Background: an optimization exercise with open tools, aiming at small area and a short achievable clock period. Do not read the settings as production practice.
At most, simulation tests tie the RTL to the original design; equivalence was not proved.
Power and IR drop assume default switching activity.

==> 04-26: inputs <==
==> flow/design.v <==
`default_nettype none
package fpga_host_pkg;
  localparam int CSR_DATA_W = 32;
  localparam int CSR_ADDR_W = 4;
  localparam int NBF_ADDR_W   = 64;
  localparam int NBF_DATA_W   = 64;
  localparam int NBF_OPCODE_W = 8;
  localparam int NBF_FLITS    = 5;
  localparam logic [CSR_ADDR_W-1:0] CSR_NBF            = 4'h0;
  localparam logic [CSR_ADDR_W-1:0] CSR_HOST_TO_BP     = 4'h4;
  localparam logic [CSR_ADDR_W-1:0] CSR_BP_TO_HOST_CNT = 4'h8;
  localparam logic [CSR_ADDR_W-1:0] CSR_BP_TO_HOST     = 4'hC;
  localparam logic [NBF_OPCODE_W-1:0] OP_WRITE32 = 8'h02;
  localparam logic [NBF_OPCODE_W-1:0] OP_WRITE64 = 8'h03;
  localparam logic [NBF_OPCODE_W-1:0] OP_FENCE   = 8'hFE;
  localparam logic [NBF_OPCODE_W-1:0] OP_FINISH  = 8'hFF;
  localparam logic [1:0] SIZE_32 = 2'd2;
  localparam logic [1:0] SIZE_64 = 2'd3;
  typedef logic [CSR_DATA_W-1:0] word_t;
  typedef struct packed {
    logic [NBF_OPCODE_W-1:0] opcode;
    logic [NBF_ADDR_W-1:0]   addr;
    logic [NBF_DATA_W-1:0]   data;
  } nbf_pkt_t;
endpackage
`default_nettype wire
`timescale 1ns/1ps
`default_nettype none
import fpga_host_pkg::*;
module fpga_host #(
  parameter int MMIO_ELS       = 16,
  parameter int NBF_MAX_WRITES = 4
) (
  input  wire                                   clk,
  input  wire                                   reset,
  input  wire                                   psel_i,
  input  wire                                   penable_i,
  input  wire                                   pwrite_i,
  input  wire [fpga_host_pkg::CSR_ADDR_W-1:0]   paddr_i,
  input  wire fpga_host_pkg::word_t             pwdata_i,
  output fpga_host_pkg::word_t                  prdata_o,
  output logic                                  pready_o,
  output logic                                  pslverr_o,
  output logic                                  wr_valid_o,
  input  wire                                   wr_ready_i,
  output logic [fpga_host_pkg::NBF_ADDR_W-1:0]  wr_addr_o,
  output logic [fpga_host_pkg::NBF_DATA_W-1:0]  wr_data_o,
  output logic [1:0]                            wr_size_o,
  input  wire                                   wr_done_i,
  output logic                                  bp_in_valid_o,
  input  wire                                   bp_in_ready_i,
  output fpga_host_pkg::word_t                  bp_in_data_o,
  input  wire                                   bp_out_valid_i,
  output logic                                  bp_out_ready_o,
  input  wire fpga_host_pkg::word_t             bp_out_data_i
);
  localparam int PKT_W = 2 + 4 * CSR_DATA_W;
  logic setup, access;
  logic hit_nbf, hit_h2b, hit_cnt, hit_b2h;
  assign setup   = psel_i & ~penable_i;
  assign access  = psel_i &  penable_i;
  assign hit_nbf = (paddr_i == CSR_NBF);
  assign hit_h2b = (paddr_i == CSR_HOST_TO_BP);
  assign hit_cnt = (paddr_i == CSR_BP_TO_HOST_CNT);
  assign hit_b2h = (paddr_i == CSR_BP_TO_HOST);
  logic [4:0]      dsel_q;      
  logic            dfull_q;     
  logic [31:0]           dw_q [4];    
  logic [1:0]      dcls_q;
  logic            flit_fire;
  logic            pkt_fire;
  logic            dfull_n;
  logic            qfull_q;
  assign flit_fire = access & pwrite_i & hit_nbf & ~dfull_q;
  assign pkt_fire  = dfull_q & ~qfull_q;
  assign dfull_n   = ~reset & ((dfull_q & qfull_q) | (flit_fire & dsel_q[4]));
  always_ff @(posedge clk) begin
    if (reset) begin
      dsel_q  <= 5'b00001;
      dfull_q <= 1'b0;
    end else begin
      dfull_q <= dfull_n;
      if (flit_fire) dsel_q <= {dsel_q[3:0], dsel_q[4]};
    end
  end
  always_ff @(posedge clk) begin
    for (int k = 0; k < 4; k++) begin
      if (flit_fire && dsel_q[k]) dw_q[k] <= pwdata_i;
    end
    if (flit_fire && dsel_q[4]) begin
      dcls_q[1] <= (pwdata_i[7:0] == OP_WRITE32) | (pwdata_i[7:0] == OP_WRITE64);
      dcls_q[0] <= (pwdata_i[7:0] == OP_WRITE64) | (pwdata_i[7:0] == OP_FENCE);
    end
  end
  logic [PKT_W-1:0] qmem [16];
  logic [3:0]       qwr_q, qrd_q;
  logic [4:0]       qcnt_q;
  logic             qne_q;
  logic             q_pop;
  logic [PKT_W-1:0] qhead;
  logic [3:0]       qrd1_q;     
  logic [1:0]       hcls_q;     
  logic [1:0]       ncls;       
  always_ff @(posedge clk) begin
    for (int i = 0; i < 16; i++) begin
      if (pkt_fire && qwr_q == 4'(i)) qmem[i] <= {dcls_q, dw_q[3], dw_q[2], dw_q[1], dw_q[0]};
    end
  end
  always_comb begin
    qhead = '0;
    for (int i = 0; i < 16; i++) qhead = qhead | (qmem[i] & {PKT_W{qrd_q == 4'(i)}});
  end
  always_comb begin
    ncls = '0;
    for (int i = 0; i < 16; i++) ncls = ncls | (qmem[i][PKT_W-1:PKT_W-2] & {2{qrd1_q == 4'(i)}});
  end
  always_ff @(posedge clk) begin
    if (q_pop) begin
      hcls_q <= (qcnt_q != 5'd1) ? ncls : dcls_q;
    end else if (!qne_q) begin
      hcls_q <= dcls_q;
    end
  end
  always_ff @(posedge clk) begin
    if (reset) begin
      qwr_q   <= '0;
      qrd_q   <= '0;
      qrd1_q  <= 4'd1;
      qcnt_q  <= '0;
      qne_q   <= 1'b0;
      qfull_q <= 1'b0;
    end else begin
      if (pkt_fire) qwr_q <= qwr_q + 1'b1;
      if (q_pop) begin
        qrd_q  <= qrd1_q;
        qrd1_q <= qrd1_q + 1'b1;
      end
      case ({pkt_fire, q_pop})
        2'b10: begin
          qcnt_q  <= qcnt_q + 1'b1;
          qne_q   <= 1'b1;
          qfull_q <= (qcnt_q == 5'd15);
        end
        2'b01: begin
          qcnt_q  <= qcnt_q - 1'b1;
          qne_q   <= (qcnt_q != 5'd1);
          qfull_q <= 1'b0;
        end
        default: ;
      endcase
    end
  end
  logic [2:0] cred_q;
  logic       w64_q;
  logic       launch, retire, can_issue, drained, load_wr;
  logic       h_wr, h_x;
  assign h_wr = hcls_q[1];
  assign h_x  = hcls_q[0];
  assign launch    = wr_valid_o & wr_ready_i;
  assign retire    = wr_done_i & (cred_q != 3'd0);
  assign can_issue = ~wr_valid_o & ~cred_q[2];
  assign drained   = ~wr_valid_o & (cred_q == 3'd0);
  assign load_wr   = qne_q & h_wr & can_issue;
  assign q_pop     = qne_q & (h_wr ? can_issue : (~h_x | drained));
  always_ff @(posedge clk) begin
    if (reset) begin
      wr_valid_o <= 1'b0;
    end else if (load_wr) begin
      wr_valid_o <= 1'b1;
    end else if (launch) begin
      wr_valid_o <= 1'b0;
    end
  end
  always_ff @(posedge clk) begin
    if (load_wr) begin
      wr_addr_o          <= qhead[4*CSR_DATA_W-1:2*CSR_DATA_W];
      wr_data_o[31:0]    <= qhead[CSR_DATA_W-1:0];
      wr_data_o[63:32]   <= h_x ? qhead[2*CSR_DATA_W-1:CSR_DATA_W] : qhead[CSR_DATA_W-1:0];
      w64_q              <= h_x;
    end
  end
  assign wr_size_o = {1'b1, w64_q};
  always_ff @(posedge clk) begin
    if (reset) begin
      cred_q <= '0;
    end else begin
      case ({launch, retire})
        2'b10:   cred_q <= cred_q + 1'b1;
        2'b01:   cred_q <= cred_q - 1'b1;
        default: ;
      endcase
    end
  end
  logic [31:0]      hmem [15];
  logic [3:0] hwr_q, hrd_q;
  logic [4:0] hcnt_q;
  logic       hfull_q;
  logic       hfull_n;
  logic       h_push, h_pop, h_one, h_from_in, h_from_ring, h_ring_push;
  logic [31:0]      hring_head;
  assign h_push      = access & pwrite_i & hit_h2b & ~hfull_q;
  assign h_pop       = bp_in_ready_i & bp_in_valid_o;
  assign h_one       = (hcnt_q == 5'd1);
  assign h_from_in   = h_push & (~bp_in_valid_o | (h_one & h_pop));
  assign h_from_ring = h_pop & ~h_one;
  assign h_ring_push = h_push & ~h_from_in;
  assign hfull_n     = ~reset & ((hfull_q & ~h_pop) | ((hcnt_q == 5'd15) & h_push & ~h_pop));
  always_comb begin
    hring_head = '0;
    for (int i = 0; i < 15; i++) hring_head = hring_head | (hmem[i] & {CSR_DATA_W{hrd_q == 4'(i)}});
  end
  always_ff @(posedge clk) begin
    for (int i = 0; i < 15; i++) begin
      if (h_ring_push && hwr_q == 4'(i)) hmem[i] <= pwdata_i;
    end
    if (h_from_in) begin
      bp_in_data_o <= pwdata_i;
    end else if (h_from_ring) begin
      bp_in_data_o <= hring_head;
    end
  end
  always_ff @(posedge clk) begin
    if (reset) begin
      hwr_q         <= '0;
      hrd_q         <= '0;
      hcnt_q        <= '0;
      bp_in_valid_o <= 1'b0;
      hfull_q       <= 1'b0;
    end else begin
      if (h_ring_push) hwr_q <= (hwr_q == 4'd14) ? 4'd0 : hwr_q + 1'b1;
      if (h_from_ring) hrd_q <= (hrd_q == 4'd14) ? 4'd0 : hrd_q + 1'b1;
      hfull_q <= hfull_n;
      case ({h_push, h_pop})
        2'b10: begin
          hcnt_q        <= hcnt_q + 1'b1;
          bp_in_valid_o <= 1'b1;
        end
        2'b01: begin
          hcnt_q        <= hcnt_q - 1'b1;
          bp_in_valid_o <= ~h_one;
        end
        default: ;
      endcase
    end
  end
  logic [31:0]      bmem [16];
  logic [3:0] bwr_q, brd_q;
  logic [4:0] bcnt_q;
  logic       bne_q;
  logic       b_push, b_pop;
  logic [31:0]      bhead;
  assign b_push = bp_out_valid_i & bp_out_ready_o;
  assign b_pop  = setup & ~pwrite_i & hit_b2h & bne_q;
  always_ff @(posedge clk) begin
    for (int i = 0; i < 16; i++) begin
      if (b_push && bwr_q == 4'(i)) bmem[i] <= bp_out_data_i;
    end
  end
  always_comb begin
    bhead = '0;
    for (int i = 0; i < 16; i++) bhead = bhead | (bmem[i] & {CSR_DATA_W{brd_q == 4'(i)}});
  end
  always_ff @(posedge clk) begin
    if (reset) begin
      bwr_q          <= '0;
      brd_q          <= '0;
      bcnt_q         <= '0;
      bne_q          <= 1'b0;
      bp_out_ready_o <= 1'b1;
    end else begin
      if (b_push) bwr_q <= bwr_q + 1'b1;
      if (b_pop)  brd_q <= brd_q + 1'b1;
      case ({b_push, b_pop})
        2'b10: begin
          bcnt_q         <= bcnt_q + 1'b1;
          bne_q          <= 1'b1;
          bp_out_ready_o <= (bcnt_q != 5'd15);
        end
        2'b01: begin
          bcnt_q         <= bcnt_q - 1'b1;
          bne_q          <= (bcnt_q != 5'd1);
          bp_out_ready_o <= 1'b1;
        end
        default: ;
      endcase
    end
  end
  always_ff @(posedge clk) begin
    pready_o  <= ~(pwrite_i & ((hit_nbf & dfull_n) | (hit_h2b & hfull_n)));
    pslverr_o <= ~(hit_nbf | hit_h2b | hit_cnt | hit_b2h) | (pwrite_i & (hit_cnt | hit_b2h));
    if (pwrite_i) begin
      prdata_o <= '0;
    end else if (hit_cnt) begin
      prdata_o <= CSR_DATA_W'(bcnt_q);
    end else if (hit_b2h && bne_q) begin
      prdata_o <= bhead;
    end else begin
      prdata_o <= '0;
    end
  end
endmodule
`default_nettype wire
==> flow/run.sh <==
#!/bin/bash
# synth_recipe.tcl (not shown) runs the flow's synth.tcl, then flattens the netlist and writes it again
# the make line also repeats each setting of config.mk as NAME=value (left out here)
make -C /OpenROAD-flow-scripts/flow DESIGN_CONFIG=/design/flow/config.mk WORK_HOME=/design/flow/orfs CLKGATE_MAP_FILE= SYNTH_SCRIPT=/design/flow/synth_recipe.tcl finish
==> flow/config.mk <==
export PLATFORM = sky130hd
export DESIGN_NAME = fpga_host
export DESIGN_NICKNAME = fpga_host
export VERILOG_FILES = /design/flow/design.v
export SDC_FILE = /design/flow/constraint.sdc
export NUM_CORES = 4
export LEC_CHECK = 0
export ABC_CLOCK_PERIOD_IN_PS = 2300
export CAP_MARGIN = 20
export CORE_MARGIN = 2
export CORE_UTILIZATION = 40
export SETUP_SLACK_MARGIN = 1.9
export SLEW_MARGIN = 20
==> flow/constraint.sdc <==
create_clock -name core_clock -period 4.2 [get_ports {clk}]
set_input_delay 0.8400 -clock core_clock [delete_from_list [all_inputs] [get_ports {clk}]]
set_output_delay 0.8400 -clock core_clock [all_outputs]
set_load 0.01 [all_outputs]
==> 04-16 (differences from 04-26) <==
--- a/flow/design.v
+++ b/flow/design.v
@@ -85,34 +85,35 @@
   end
   always_ff @(posedge clk) begin
     for (int k = 0; k < 4; k++) begin
-      if (flit_fire && dsel_q[k]) dw_q[k] <= pwdata_i;
+      if (!dfull_q && dsel_q[k]) dw_q[k] <= pwdata_i;
     end
-    if (flit_fire && dsel_q[4]) begin
+    if (!dfull_q && dsel_q[4]) begin
       dcls_q[1] <= (pwdata_i[7:0] == OP_WRITE32) | (pwdata_i[7:0] == OP_WRITE64);
       dcls_q[0] <= (pwdata_i[7:0] == OP_WRITE64) | (pwdata_i[7:0] == OP_FENCE);
     end
   end
   logic [PKT_W-1:0] qmem [16];
-  logic [3:0]       qwr_q, qrd_q;
+  logic [3:0]       qwr_q;
+  logic [15:0]      qwe_q;      
   logic [4:0]       qcnt_q;
   logic             qne_q;
   logic             q_pop;
   logic [PKT_W-1:0] qhead;
-  logic [3:0]       qrd1_q;     
+  logic [15:0]      qrd_oh_q;   
   logic [1:0]       hcls_q;     
   logic [1:0]       ncls;       
   always_ff @(posedge clk) begin
     for (int i = 0; i < 16; i++) begin
-      if (pkt_fire && qwr_q == 4'(i)) qmem[i] <= {dcls_q, dw_q[3], dw_q[2], dw_q[1], dw_q[0]};
+      if (qwe_q[i]) qmem[i] <= {dcls_q, dw_q[3], dw_q[2], dw_q[1], dw_q[0]};
     end
   end
   always_comb begin
     qhead = '0;
-    for (int i = 0; i < 16; i++) qhead = qhead | (qmem[i] & {PKT_W{qrd_q == 4'(i)}});
+    for (int i = 0; i < 16; i++) qhead = qhead | (qmem[i] & {PKT_W{qrd_oh_q[i]}});
   end
   always_comb begin
     ncls = '0;
-    for (int i = 0; i < 16; i++) ncls = ncls | (qmem[i][PKT_W-1:PKT_W-2] & {2{qrd1_q == 4'(i)}});
+    for (int i = 0; i < 16; i++) ncls = ncls | (qmem[i][PKT_W-1:PKT_W-2] & {2{qrd_oh_q[(i+15)%16]}});
   end
   always_ff @(posedge clk) begin
     if (q_pop) begin
@@ -124,17 +125,18 @@
   always_ff @(posedge clk) begin
     if (reset) begin
       qwr_q   <= '0;
-      qrd_q   <= '0;
-      qrd1_q  <= 4'd1;
+      qwe_q   <= 16'd1;
+      qrd_oh_q <= 16'd1;
       qcnt_q  <= '0;
       qne_q   <= 1'b0;
       qfull_q <= 1'b0;
     end else begin
       if (pkt_fire) qwr_q <= qwr_q + 1'b1;
-      if (q_pop) begin
-        qrd_q  <= qrd1_q;
-        qrd1_q <= qrd1_q + 1'b1;
+      for (int i = 0; i < 16; i++) begin
+        qwe_q[i] <= ((pkt_fire ? qwr_q + 1'b1 : qwr_q) == 4'(i)) &
+                    ~(pkt_fire & ~q_pop & (qcnt_q == 5'd15)) & ~(qfull_q & ~q_pop);
       end
+      if (q_pop) qrd_oh_q <= {qrd_oh_q[14:0], qrd_oh_q[15]};
       case ({pkt_fire, q_pop})
         2'b10: begin
           qcnt_q  <= qcnt_q + 1'b1;
@@ -172,7 +174,7 @@
     end
   end
   always_ff @(posedge clk) begin
-    if (load_wr) begin
+    if (!wr_valid_o) begin
       wr_addr_o          <= qhead[4*CSR_DATA_W-1:2*CSR_DATA_W];
       wr_data_o[31:0]    <= qhead[CSR_DATA_W-1:0];
       wr_data_o[63:32]   <= h_x ? qhead[2*CSR_DATA_W-1:CSR_DATA_W] : qhead[CSR_DATA_W-1:0];
@@ -192,51 +194,59 @@
     end
   end
   logic [31:0]      hmem [15];
-  logic [3:0] hwr_q, hrd_q;
+  logic [3:0] hwr_q;
+  logic [14:0] hwe_q;      
+  logic [14:0] hrd_oh_q;   
   logic [4:0] hcnt_q;
   logic       hfull_q;
   logic       hfull_n;
+  logic       h_one_q;     
   logic       h_push, h_pop, h_one, h_from_in, h_from_ring, h_ring_push;
   logic [31:0]      hring_head;
   assign h_push      = access & pwrite_i & hit_h2b & ~hfull_q;
   assign h_pop       = bp_in_ready_i & bp_in_valid_o;
-  assign h_one       = (hcnt_q == 5'd1);
+  assign h_one       = h_one_q;
   assign h_from_in   = h_push & (~bp_in_valid_o | (h_one & h_pop));
   assign h_from_ring = h_pop & ~h_one;
   assign h_ring_push = h_push & ~h_from_in;
   assign hfull_n     = ~reset & ((hfull_q & ~h_pop) | ((hcnt_q == 5'd15) & h_push & ~h_pop));
   always_comb begin
     hring_head = '0;
-    for (int i = 0; i < 15; i++) hring_head = hring_head | (hmem[i] & {CSR_DATA_W{hrd_q == 4'(i)}});
+    for (int i = 0; i < 15; i++) hring_head = hring_head | (hmem[i] & {CSR_DATA_W{hrd_oh_q[i]}});
   end
   always_ff @(posedge clk) begin
     for (int i = 0; i < 15; i++) begin
-      if (h_ring_push && hwr_q == 4'(i)) hmem[i] <= pwdata_i;
+      if (hwe_q[i]) hmem[i] <= pwdata_i;
     end
-    if (h_from_in) begin
-      bp_in_data_o <= pwdata_i;
-    end else if (h_from_ring) begin
-      bp_in_data_o <= hring_head;
+    if (h_from_in || h_from_ring) begin
+      bp_in_data_o <= (!bp_in_valid_o || h_one_q) ? pwdata_i : hring_head;
     end
   end
   always_ff @(posedge clk) begin
     if (reset) begin
       hwr_q         <= '0;
-      hrd_q         <= '0;
+      hwe_q         <= 15'd1;
+      hrd_oh_q      <= 15'd1;
       hcnt_q        <= '0;
+      h_one_q       <= 1'b0;
       bp_in_valid_o <= 1'b0;
       hfull_q       <= 1'b0;
     end else begin
       if (h_ring_push) hwr_q <= (hwr_q == 4'd14) ? 4'd0 : hwr_q + 1'b1;
-      if (h_from_ring) hrd_q <= (hrd_q == 4'd14) ? 4'd0 : hrd_q + 1'b1;
+      for (int i = 0; i < 15; i++) begin
+        hwe_q[i] <= ((h_ring_push ? ((hwr_q == 4'd14) ? 4'd0 : hwr_q + 1'b1) : hwr_q) == 4'(i)) & ~hfull_n;
+      end
+      if (h_from_ring) hrd_oh_q <= {hrd_oh_q[13:0], hrd_oh_q[14]};
       hfull_q <= hfull_n;
       case ({h_push, h_pop})
         2'b10: begin
           hcnt_q        <= hcnt_q + 1'b1;
+          h_one_q       <= ~bp_in_valid_o;
           bp_in_valid_o <= 1'b1;
         end
         2'b01: begin
           hcnt_q        <= hcnt_q - 1'b1;
+          h_one_q       <= (hcnt_q == 5'd2);
           bp_in_valid_o <= ~h_one;
         end
         default: ;
@@ -244,7 +254,9 @@
     end
   end
   logic [31:0]      bmem [16];
-  logic [3:0] bwr_q, brd_q;
+  logic [3:0] bwr_q;
+  logic [15:0] bwe_q;      
+  logic [15:0] brd_oh_q;   
   logic [4:0] bcnt_q;
   logic       bne_q;
   logic       b_push, b_pop;
@@ -253,23 +265,28 @@
   assign b_pop  = setup & ~pwrite_i & hit_b2h & bne_q;
   always_ff @(posedge clk) begin
     for (int i = 0; i < 16; i++) begin
-      if (b_push && bwr_q == 4'(i)) bmem[i] <= bp_out_data_i;
+      if (bwe_q[i]) bmem[i] <= bp_out_data_i;
     end
   end
   always_comb begin
     bhead = '0;
-    for (int i = 0; i < 16; i++) bhead = bhead | (bmem[i] & {CSR_DATA_W{brd_q == 4'(i)}});
+    for (int i = 0; i < 16; i++) bhead = bhead | (bmem[i] & {CSR_DATA_W{brd_oh_q[i]}});
   end
   always_ff @(posedge clk) begin
     if (reset) begin
       bwr_q          <= '0;
-      brd_q          <= '0;
+      bwe_q          <= 16'd1;
+      brd_oh_q       <= 16'd1;
       bcnt_q         <= '0;
       bne_q          <= 1'b0;
       bp_out_ready_o <= 1'b1;
     end else begin
       if (b_push) bwr_q <= bwr_q + 1'b1;
-      if (b_pop)  brd_q <= brd_q + 1'b1;
+      for (int i = 0; i < 16; i++) begin
+        bwe_q[i] <= ((b_push ? bwr_q + 1'b1 : bwr_q) == 4'(i)) &
+                    ~(b_push & ~b_pop & (bcnt_q == 5'd15)) & ~(~bp_out_ready_o & ~b_pop);
+      end
+      if (b_pop)  brd_oh_q <= {brd_oh_q[14:0], brd_oh_q[15]};
       case ({b_push, b_pop})
         2'b10: begin
           bcnt_q         <= bcnt_q + 1'b1;
==> flow/flow/run.sh (new file) <==
#!/bin/bash
# Standard layout, with the resizer free to pick any cell size (not only same-footprint ones).
set -euo pipefail
bash standard.sh MATCH_CELL_FOOTPRINT=0 finish > standard_flow.log 2>&1
==> flow/standard.sh (new file) <==
#!/bin/bash
# synth_recipe.tcl (not shown) runs the flow's synth.tcl, then flattens the netlist and writes it again
# the make line also repeats each setting of config.mk as NAME=value (left out here)
make -C /OpenROAD-flow-scripts/flow DESIGN_CONFIG=/design/flow/config.mk WORK_HOME=/design/flow/orfs CLKGATE_MAP_FILE= SYNTH_SCRIPT=/design/flow/synth_recipe.tcl "${@:-finish}"
CORE_UTILIZATION = 55   (was 40)
CTS_CLUSTER_DIAMETER = 80   (was unset)
CTS_CLUSTER_SIZE = 24   (was unset)
SETUP_SLACK_MARGIN = 1.8   (was 1.9)
removed: flow/run.sh
==> 12-03 (differences from 04-26) <==
--- a/flow/design.v
+++ b/flow/design.v
@@ -85,34 +85,34 @@
   end
   always_ff @(posedge clk) begin
     for (int k = 0; k < 4; k++) begin
-      if (flit_fire && dsel_q[k]) dw_q[k] <= pwdata_i;
+      if (!dfull_q && dsel_q[k]) dw_q[k] <= pwdata_i;
     end
-    if (flit_fire && dsel_q[4]) begin
+    if (!dfull_q && dsel_q[4]) begin
       dcls_q[1] <= (pwdata_i[7:0] == OP_WRITE32) | (pwdata_i[7:0] == OP_WRITE64);
       dcls_q[0] <= (pwdata_i[7:0] == OP_WRITE64) | (pwdata_i[7:0] == OP_FENCE);
     end
   end
   logic [PKT_W-1:0] qmem [16];
-  logic [3:0]       qwr_q, qrd_q;
+  logic [3:0]       qwr_q;
   logic [4:0]       qcnt_q;
   logic             qne_q;
   logic             q_pop;
   logic [PKT_W-1:0] qhead;
-  logic [3:0]       qrd1_q;     
+  logic [15:0]      qrd_oh_q;   
   logic [1:0]       hcls_q;     
   logic [1:0]       ncls;       
   always_ff @(posedge clk) begin
     for (int i = 0; i < 16; i++) begin
-      if (pkt_fire && qwr_q == 4'(i)) qmem[i] <= {dcls_q, dw_q[3], dw_q[2], dw_q[1], dw_q[0]};
+      if (!qfull_q && qwr_q == 4'(i)) qmem[i] <= {dcls_q, dw_q[3], dw_q[2], dw_q[1], dw_q[0]};
     end
   end
   always_comb begin
     qhead = '0;
-    for (int i = 0; i < 16; i++) qhead = qhead | (qmem[i] & {PKT_W{qrd_q == 4'(i)}});
+    for (int i = 0; i < 16; i++) qhead = qhead | (qmem[i] & {PKT_W{qrd_oh_q[i]}});
   end
   always_comb begin
     ncls = '0;
-    for (int i = 0; i < 16; i++) ncls = ncls | (qmem[i][PKT_W-1:PKT_W-2] & {2{qrd1_q == 4'(i)}});
+    for (int i = 0; i < 16; i++) ncls = ncls | (qmem[i][PKT_W-1:PKT_W-2] & {2{qrd_oh_q[(i+15)%16]}});
   end
   always_ff @(posedge clk) begin
     if (q_pop) begin
@@ -124,17 +124,13 @@
   always_ff @(posedge clk) begin
     if (reset) begin
       qwr_q   <= '0;
-      qrd_q   <= '0;
-      qrd1_q  <= 4'd1;
+      qrd_oh_q <= 16'd1;
       qcnt_q  <= '0;
       qne_q   <= 1'b0;
       qfull_q <= 1'b0;
     end else begin
       if (pkt_fire) qwr_q <= qwr_q + 1'b1;
-      if (q_pop) begin
-        qrd_q  <= qrd1_q;
-        qrd1_q <= qrd1_q + 1'b1;
-      end
+      if (q_pop) qrd_oh_q <= {qrd_oh_q[14:0], qrd_oh_q[15]};
       case ({pkt_fire, q_pop})
         2'b10: begin
           qcnt_q  <= qcnt_q + 1'b1;
@@ -172,7 +168,7 @@
     end
   end
   always_ff @(posedge clk) begin
-    if (load_wr) begin
+    if (!wr_valid_o) begin
       wr_addr_o          <= qhead[4*CSR_DATA_W-1:2*CSR_DATA_W];
       wr_data_o[31:0]    <= qhead[CSR_DATA_W-1:0];
       wr_data_o[63:32]   <= h_x ? qhead[2*CSR_DATA_W-1:CSR_DATA_W] : qhead[CSR_DATA_W-1:0];
@@ -192,7 +188,8 @@
     end
   end
   logic [31:0]      hmem [15];
-  logic [3:0] hwr_q, hrd_q;
+  logic [3:0] hwr_q;
+  logic [14:0] hrd_oh_q;   
   logic [4:0] hcnt_q;
   logic       hfull_q;
   logic       hfull_n;
@@ -207,11 +204,11 @@
   assign hfull_n     = ~reset & ((hfull_q & ~h_pop) | ((hcnt_q == 5'd15) & h_push & ~h_pop));
   always_comb begin
     hring_head = '0;
-    for (int i = 0; i < 15; i++) hring_head = hring_head | (hmem[i] & {CSR_DATA_W{hrd_q == 4'(i)}});
+    for (int i = 0; i < 15; i++) hring_head = hring_head | (hmem[i] & {CSR_DATA_W{hrd_oh_q[i]}});
   end
   always_ff @(posedge clk) begin
     for (int i = 0; i < 15; i++) begin
-      if (h_ring_push && hwr_q == 4'(i)) hmem[i] <= pwdata_i;
+      if (!hfull_q && hwr_q == 4'(i)) hmem[i] <= pwdata_i;
     end
     if (h_from_in) begin
       bp_in_data_o <= pwdata_i;
@@ -222,13 +219,13 @@
   always_ff @(posedge clk) begin
     if (reset) begin
       hwr_q         <= '0;
-      hrd_q         <= '0;
+      hrd_oh_q      <= 15'd1;
       hcnt_q        <= '0;
       bp_in_valid_o <= 1'b0;
       hfull_q       <= 1'b0;
     end else begin
       if (h_ring_push) hwr_q <= (hwr_q == 4'd14) ? 4'd0 : hwr_q + 1'b1;
-      if (h_from_ring) hrd_q <= (hrd_q == 4'd14) ? 4'd0 : hrd_q + 1'b1;
+      if (h_from_ring) hrd_oh_q <= {hrd_oh_q[13:0], hrd_oh_q[14]};
       hfull_q <= hfull_n;
       case ({h_push, h_pop})
         2'b10: begin
@@ -244,7 +241,8 @@
     end
   end
   logic [31:0]      bmem [16];
-  logic [3:0] bwr_q, brd_q;
+  logic [3:0] bwr_q;
+  logic [15:0] brd_oh_q;   
   logic [4:0] bcnt_q;
   logic       bne_q;
   logic       b_push, b_pop;
@@ -253,23 +251,23 @@
   assign b_pop  = setup & ~pwrite_i & hit_b2h & bne_q;
   always_ff @(posedge clk) begin
     for (int i = 0; i < 16; i++) begin
-      if (b_push && bwr_q == 4'(i)) bmem[i] <= bp_out_data_i;
+      if (bp_out_ready_o && bwr_q == 4'(i)) bmem[i] <= bp_out_data_i;
     end
   end
   always_comb begin
     bhead = '0;
-    for (int i = 0; i < 16; i++) bhead = bhead | (bmem[i] & {CSR_DATA_W{brd_q == 4'(i)}});
+    for (int i = 0; i < 16; i++) bhead = bhead | (bmem[i] & {CSR_DATA_W{brd_oh_q[i]}});
   end
   always_ff @(posedge clk) begin
     if (reset) begin
       bwr_q          <= '0;
-      brd_q          <= '0;
+      brd_oh_q       <= 16'd1;
       bcnt_q         <= '0;
       bne_q          <= 1'b0;
       bp_out_ready_o <= 1'b1;
     end else begin
       if (b_push) bwr_q <= bwr_q + 1'b1;
-      if (b_pop)  brd_q <= brd_q + 1'b1;
+      if (b_pop)  brd_oh_q <= {brd_oh_q[14:0], brd_oh_q[15]};
       case ({b_push, b_pop})
         2'b10: begin
           bcnt_q         <= bcnt_q + 1'b1;
CORE_UTILIZATION = 55   (was 40)
CTS_CLUSTER_DIAMETER = 80   (was unset)
CTS_CLUSTER_SIZE = 24   (was unset)
SETUP_SLACK_MARGIN = 1.8   (was 1.9)
==> summary of the runs <==
Final cell count: 04-26 is higher than 04-16 (36%).
Final area, lowest first: 12-03, 04-16, 04-26.
Total power: 04-26 > 04-16 > 12-03.
In 04-26 the worst hold slack is higher than in 12-03, by 0.017 ns.
Combinational power: 12-03 is higher than 04-16 (9.3%).
Function not checked in 04-26 and 04-16: the RTL went through the layout flow alone.

-- what the ideal ports hide --
The flow's constraints put no driver on any port. The routed layouts listed below were extracted and timed again, unchanged, in two steps. Step 1 assumes that a clkbuf_16 drives the clock port and a buf_2 every other input. Step 2, shift: input delay + t, output delay - t, t = (earliest + latest rising clock arrival at the registers) / 2. This alone moves slack from input paths to output paths. a / b / c = no drivers / after step 1 / after step 2; a / b = the first two.
run | t, ns | setup WS [ns] | hold WS [ns] | latest minus earliest clock arrival (ns) | worst slew at a driven data input, ns
04-26 | 1.026 | 1.466 / 1.434 / 0.634 | 0.302 / 0.224 / 0.475 | 0.145 / 0.145 | 0.18
04-16 | 0.952 | 1.616 / 1.622 / 0.742 | 0.258 / 0.178 / 0.471 | 0.040 / 0.040 | 0.13
12-03 | 0.962 | 1.708 / 1.605 / 1.112 | 0.285 / 0.202 / 0.473 | 0.044 / 0.043 | 0.16
After both steps setup and hold are still met in every run listed. The setup slack of 04-16, which loses most, moves by +0.006 ns with the drivers and by -0.874 ns with both steps.
